Source: an optimization exercise on an open RTL-to-GDS flow (aim: small area). Production flows keep margins and buffers that such runs may drop.
Function was checked by simulation only, so behaviour that the tests miss may differ from the original.
Power figures rest on the tool's default switching activity, not on a simulated workload.

==> module decode_stage_pipe, before the edit <==
module decode_stage_pipe #(
  parameter int          N      = 32,
  parameter logic [3:0]  PC_REG = 4'd15
) (
  input  logic         clk,
  input  logic         rst,
  input  logic         in_valid,
  input  logic [31:0]  inst,
  input  logic [N-1:0] pc,
  input  logic         reg_src_a1,
  input  logic         reg_src_a2,
  input  logic [1:0]   imm_src,
  input  logic         reg_write,
  input  logic [3:0]   a3,
  input  logic [N-1:0] wd3,
  input  logic         ex_stall,
  input  logic         flush,
  output logic [3:0]   a1,
  output logic [3:0]   a2,
  output logic         stall_fd,
  output logic         out_valid,
  output logic [N-1:0] out_rd1,
  output logic [N-1:0] out_rd2,
  output logic [N-1:0] out_imm,
  output logic [3:0]   out_rd,
  output logic [2:0]   out_cond,
  output logic [1:0]   out_op,
  output logic [4:0]   out_cmd,
  output logic         out_imm_flag,
  output logic         out_mem_load,
  output logic [N-1:0] r0,
  output logic [N-1:0] r1
);
  localparam int NR = 15;   
  logic [N-1:0]  rf   [NR];
  logic [N-1:0]  rf_d [NR];
  logic [NR-1:0] wm;        
  logic [NR-1:0] wr;        
  logic [NR-1:0] kp;        
  logic          wr_en;
  logic          q_valid;
  logic [N-1:0]  q_rd1, q_rd2;
  logic [31:0]   q_inst;
  logic [1:0]    q_isrc;
  logic          d_valid;
  logic [31:0]   d_inst;
  logic [1:0]    d_isrc;
  logic          load_use, hold, load;
  logic          pc1, pc2, byp1, byp2;
  logic [NR-1:0] s1, s2;
  logic [N-1:0]  rd1_n, rd2_n;
  assign a1    = reg_src_a1 ? PC_REG : inst[16:13];
  assign a2    = reg_src_a2 ? inst[20:17] : inst[3:0];
  assign wr_en = reg_write && (a3 != PC_REG);
  for (genvar i = 0; i < NR; i++) begin : g_row
    assign wm[i] = reg_write && (a3 == 4'(i));
    assign wr[i] = wm[i] && !rst;
    assign kp[i] = !wm[i] && !rst;
    for (genvar k = 0; k < N; k++) begin : g_bit
      dsp_ao22 u_d (.a0(wr[i]), .b0(wd3[k]), .a1(kp[i]), .b1(rf[i][k]), .y(rf_d[i][k]));
    end
    always_ff @(posedge clk) rf[i] <= rf_d[i];
  end
  assign out_mem_load = (q_inst[28:27] == 2'b01) && q_inst[21];
  assign load_use = q_valid && out_mem_load && in_valid &&
                    (((q_inst[20:17] == a1) && (a1 != PC_REG)) ||
                     ((q_inst[20:17] == a2) && (a2 != PC_REG)));
  assign stall_fd = !flush && (ex_stall || load_use);
  assign hold = ex_stall && !rst && !flush;
  assign load = !ex_stall && !rst && !flush && !load_use;
  assign pc1  = (a1 == PC_REG) && load;
  assign pc2  = (a2 == PC_REG) && load;
  assign byp1 = wr_en && (a3 == a1) && load;
  assign byp2 = wr_en && (a3 == a2) && load;
  for (genvar i = 0; i < NR; i++) begin : g_sel
    assign s1[i] = (a1 == 4'(i)) && !wm[i] && load;
    assign s2[i] = (a2 == 4'(i)) && !wm[i] && load;
  end
  for (genvar k = 0; k < N; k++) begin : g_rd
    logic [NR-1:0] col;
    for (genvar i = 0; i < NR; i++) begin : g_c
      assign col[i] = rf[i][k];
    end
    dsp_rsel u_rs1 (.s(s1), .d(col), .ps(pc1), .p(pc[k]), .bs(byp1), .b(wd3[k]),
                    .hs(hold), .h(q_rd1[k]), .y(rd1_n[k]));
    dsp_rsel u_rs2 (.s(s2), .d(col), .ps(pc2), .p(pc[k]), .bs(byp2), .b(wd3[k]),
                    .hs(hold), .h(q_rd2[k]), .y(rd2_n[k]));
  end
  dsp_ao22 u_v (.a0(load), .b0(in_valid), .a1(hold), .b1(q_valid), .y(d_valid));
  for (genvar k = 0; k < 32; k++) begin : g_inst
    dsp_ao22 u_i (.a0(load), .b0(inst[k]), .a1(hold), .b1(q_inst[k]), .y(d_inst[k]));
  end
  for (genvar k = 0; k < 2; k++) begin : g_isrc
    dsp_ao22 u_s (.a0(load), .b0(imm_src[k]), .a1(hold), .b1(q_isrc[k]), .y(d_isrc[k]));
  end
  always_ff @(posedge clk) begin
    q_valid <= d_valid;
    q_rd1   <= rd1_n;
    q_rd2   <= rd2_n;
    q_inst  <= d_inst;
    q_isrc  <= d_isrc;
  end
  always_comb begin
    case (q_isrc)
      2'b00:   out_imm = N'(q_inst[7:0]);
      2'b01:   out_imm = N'(q_inst[11:0]);
      2'b10:   out_imm = N'($signed({q_inst[23:0], 2'b00}));
      default: out_imm = N'($signed(q_inst[25:0]));
    endcase
  end
  assign out_valid    = q_valid;
  assign out_rd1      = q_rd1;
  assign out_rd2      = q_rd2;
  assign out_rd       = q_inst[20:17];
  assign out_cond     = q_inst[31:29];
  assign out_op       = q_inst[28:27];
  assign out_cmd      = q_inst[25:21];
  assign out_imm_flag = q_inst[26];
  assign r0           = rf[0];
  assign r1           = rf[1];
endmodule
==> module dsp_rsel, before the edit <==
module dsp_rsel (
  input  logic [14:0] s,
  input  logic [14:0] d,
  input  logic        ps,
  input  logic        p,
  input  logic        bs,
  input  logic        b,
  input  logic        hs,
  input  logic        h,
  output logic        y
);
  logic [5:0] n;
  logic       t;
  for (genvar g = 0; g < 5; g++) begin : g_grp
    dsp_aoi3 u_g (.a0(s[3*g]), .b0(d[3*g]), .a1(s[3*g+1]), .b1(d[3*g+1]),
                  .a2(s[3*g+2]), .b2(d[3*g+2]), .y(n[g]));
  end
  dsp_aoi3 u_pbh (.a0(ps), .b0(p), .a1(bs), .b1(b), .a2(hs), .b2(h), .y(n[5]));
  dsp_and3 u_t (.a(n[3]), .b(n[4]), .c(n[5]), .y(t));
  dsp_nand4 u_y (.a(n[0]), .b(n[1]), .c(n[2]), .d(t), .y(y));
endmodule
Settings: LEC_CHECK=0, CAP_MARGIN=20, CORE_MARGIN=2, CORE_UTILIZATION=40, SLEW_MARGIN=20, SYNTH_HIERARCHICAL=1; clock period 5.5 ns.
standard.sh (not shown) runs the stock make flow with config.mk's settings and CLKGATE_MAP_FILE= SYNTH_SCRIPT=/design/flow/synth_recipe.tcl, a recipe that flattens the netlist after the stock synthesis.
==> flow/flow/run.sh <==
#!/bin/bash
# Own layout flow: the standard ORFS layout (standard.sh, unchanged synthesis,
# floorplan, power grid and tap cells), with two changes:
#  - ports are buffered with the smallest buffer (buf_1) instead of ORFS's default pick;
#  - clock tree synthesis uses clkbuf_8, clusters of up to 14 sinks and inserts no dummy loads.
# ORFS writes each tool's full log under orfs/logs/; make's own output goes to make.log.
set -euo pipefail
export BUFFER_PORTS_ARGS="-buffer_cell sky130_fd_sc_hd__buf_1"
export CTS_ARGS="-sink_clustering_enable -sink_clustering_size 14 -sink_clustering_max_diameter 50 -repair_clock_nets -dont_use_dummy_load -buf_list sky130_fd_sc_hd__clkbuf_8"
bash standard.sh > make.log 2>&1
Rerun with:
--- a/flow/design.v
+++ b/flow/design.v
@@ -34,27 +34,25 @@
   localparam int NR = 15;   
   logic [N-1:0]  rf   [NR];
   logic [N-1:0]  rf_d [NR];
   logic [NR-1:0] wm;        
   logic [NR-1:0] wr;        
   logic [NR-1:0] kp;        
-  logic          wr_en;
   logic          q_valid;
   logic [N-1:0]  q_rd1, q_rd2;
   logic [31:0]   q_inst;
   logic [1:0]    q_isrc;
   logic          d_valid;
   logic [31:0]   d_inst;
   logic [1:0]    d_isrc;
   logic          load_use, hold, load;
-  logic          pc1, pc2, byp1, byp2;
+  logic          pc1, pc2;
   logic [NR-1:0] s1, s2;
   logic [N-1:0]  rd1_n, rd2_n;
   assign a1    = reg_src_a1 ? PC_REG : inst[16:13];
   assign a2    = reg_src_a2 ? inst[20:17] : inst[3:0];
-  assign wr_en = reg_write && (a3 != PC_REG);
   for (genvar i = 0; i < NR; i++) begin : g_row
     assign wm[i] = reg_write && (a3 == 4'(i));
     assign wr[i] = wm[i] && !rst;
     assign kp[i] = !wm[i] && !rst;
     for (genvar k = 0; k < N; k++) begin : g_bit
       dsp_ao22 u_d (.a0(wr[i]), .b0(wd3[k]), .a1(kp[i]), .b1(rf[i][k]), .y(rf_d[i][k]));
@@ -67,27 +65,25 @@
                      ((q_inst[20:17] == a2) && (a2 != PC_REG)));
   assign stall_fd = !flush && (ex_stall || load_use);
   assign hold = ex_stall && !rst && !flush;
   assign load = !ex_stall && !rst && !flush && !load_use;
   assign pc1  = (a1 == PC_REG) && load;
   assign pc2  = (a2 == PC_REG) && load;
-  assign byp1 = wr_en && (a3 == a1) && load;
-  assign byp2 = wr_en && (a3 == a2) && load;
   for (genvar i = 0; i < NR; i++) begin : g_sel
-    assign s1[i] = (a1 == 4'(i)) && !wm[i] && load;
-    assign s2[i] = (a2 == 4'(i)) && !wm[i] && load;
+    assign s1[i] = (a1 == 4'(i)) && load;
+    assign s2[i] = (a2 == 4'(i)) && load;
   end
   for (genvar k = 0; k < N; k++) begin : g_rd
     logic [NR-1:0] col;
     for (genvar i = 0; i < NR; i++) begin : g_c
-      assign col[i] = rf[i][k];
+      assign col[i] = rf_d[i][k];
     end
-    dsp_rsel u_rs1 (.s(s1), .d(col), .ps(pc1), .p(pc[k]), .bs(byp1), .b(wd3[k]),
-                    .hs(hold), .h(q_rd1[k]), .y(rd1_n[k]));
-    dsp_rsel u_rs2 (.s(s2), .d(col), .ps(pc2), .p(pc[k]), .bs(byp2), .b(wd3[k]),
-                    .hs(hold), .h(q_rd2[k]), .y(rd2_n[k]));
+    dsp_rsel u_rs1 (.s(s1), .d(col), .ps(pc1), .p(pc[k]), .hs(hold), .h(q_rd1[k]),
+                    .y(rd1_n[k]));
+    dsp_rsel u_rs2 (.s(s2), .d(col), .ps(pc2), .p(pc[k]), .hs(hold), .h(q_rd2[k]),
+                    .y(rd2_n[k]));
   end
   dsp_ao22 u_v (.a0(load), .b0(in_valid), .a1(hold), .b1(q_valid), .y(d_valid));
   for (genvar k = 0; k < 32; k++) begin : g_inst
     dsp_ao22 u_i (.a0(load), .b0(inst[k]), .a1(hold), .b1(q_inst[k]), .y(d_inst[k]));
   end
   for (genvar k = 0; k < 2; k++) begin : g_isrc
@@ -121,33 +117,36 @@
 endmodule
 module dsp_rsel (
   input  logic [14:0] s,
   input  logic [14:0] d,
   input  logic        ps,
   input  logic        p,
-  input  logic        bs,
-  input  logic        b,
   input  logic        hs,
   input  logic        h,
   output logic        y
 );
   logic [5:0] n;
   logic       t;
   for (genvar g = 0; g < 5; g++) begin : g_grp
     dsp_aoi3 u_g (.a0(s[3*g]), .b0(d[3*g]), .a1(s[3*g+1]), .b1(d[3*g+1]),
                   .a2(s[3*g+2]), .b2(d[3*g+2]), .y(n[g]));
   end
-  dsp_aoi3 u_pbh (.a0(ps), .b0(p), .a1(bs), .b1(b), .a2(hs), .b2(h), .y(n[5]));
-  dsp_and3 u_t (.a(n[3]), .b(n[4]), .c(n[5]), .y(t));
-  dsp_nand4 u_y (.a(n[0]), .b(n[1]), .c(n[2]), .d(t), .y(y));
+  dsp_fin u_f (.n(n[4:0]), .a0(ps), .b0(p), .a1(hs), .b1(h), .y(y));
 endmodule
 module dsp_aoi3 (
   input  logic a0, b0, a1, b1, a2, b2,
   output logic y
 );
   assign y = ~((a0 & b0) | (a1 & b1) | (a2 & b2));
+endmodule
+module dsp_fin (
+  input  logic [4:0] n,
+  input  logic a0, b0, a1, b1,
+  output logic y
+);
+  assign y = ~(&n) | (a0 & b0) | (a1 & b1);
 endmodule
 module dsp_ao22 (
   input  logic a0, b0, a1, b1,
   output logic y
 );
   assign y = (a0 & b0) | (a1 & b1);
Result: Via count shrinks by 3.6%; non-clock buffer count grows by 10; critical path depth shrinks by 1; sequential share of layout area barely changes; routed wire length shrinks by 6.8%; core utilization grows by 1.2 points; maximum frequency grows by about 9%; cell area hardly moves; flip-flop and latch count does not change; setup slack improves by 0.38 ns; die area shrinks by 2.4%; total power shrinks by about 1.6%.

## what the ideal ports hide
The results above use ideal ports. As a check the final layouts listed here were re-extracted and re-timed, cells and wires unchanged.
Step 1 sets driving cells, clkbuf_16 on the clock port and buf_2 on the other inputs (assumed; they add their load-dependent delay and slew).
Step 2 also shifts input and output timing later by t, the mid clock arrival at the registers, as if the neighbouring blocks saw the same clock.
Slacks: ideal / step 1 / step 2; pairs: ideal / step 1.
run	t (ns)	setup WS [ns]	pins driven straight from the clock port
the first run	0.768	0.910 / 0.864 / 0.613	1
the second run	0.737	1.289 / 1.233 / 0.817	1
After both steps setup and hold are still met in every run listed. For the second run, which loses most, drivers alone change the setup slack by -0.056 ns; drivers and shift together by -0.472 ns.
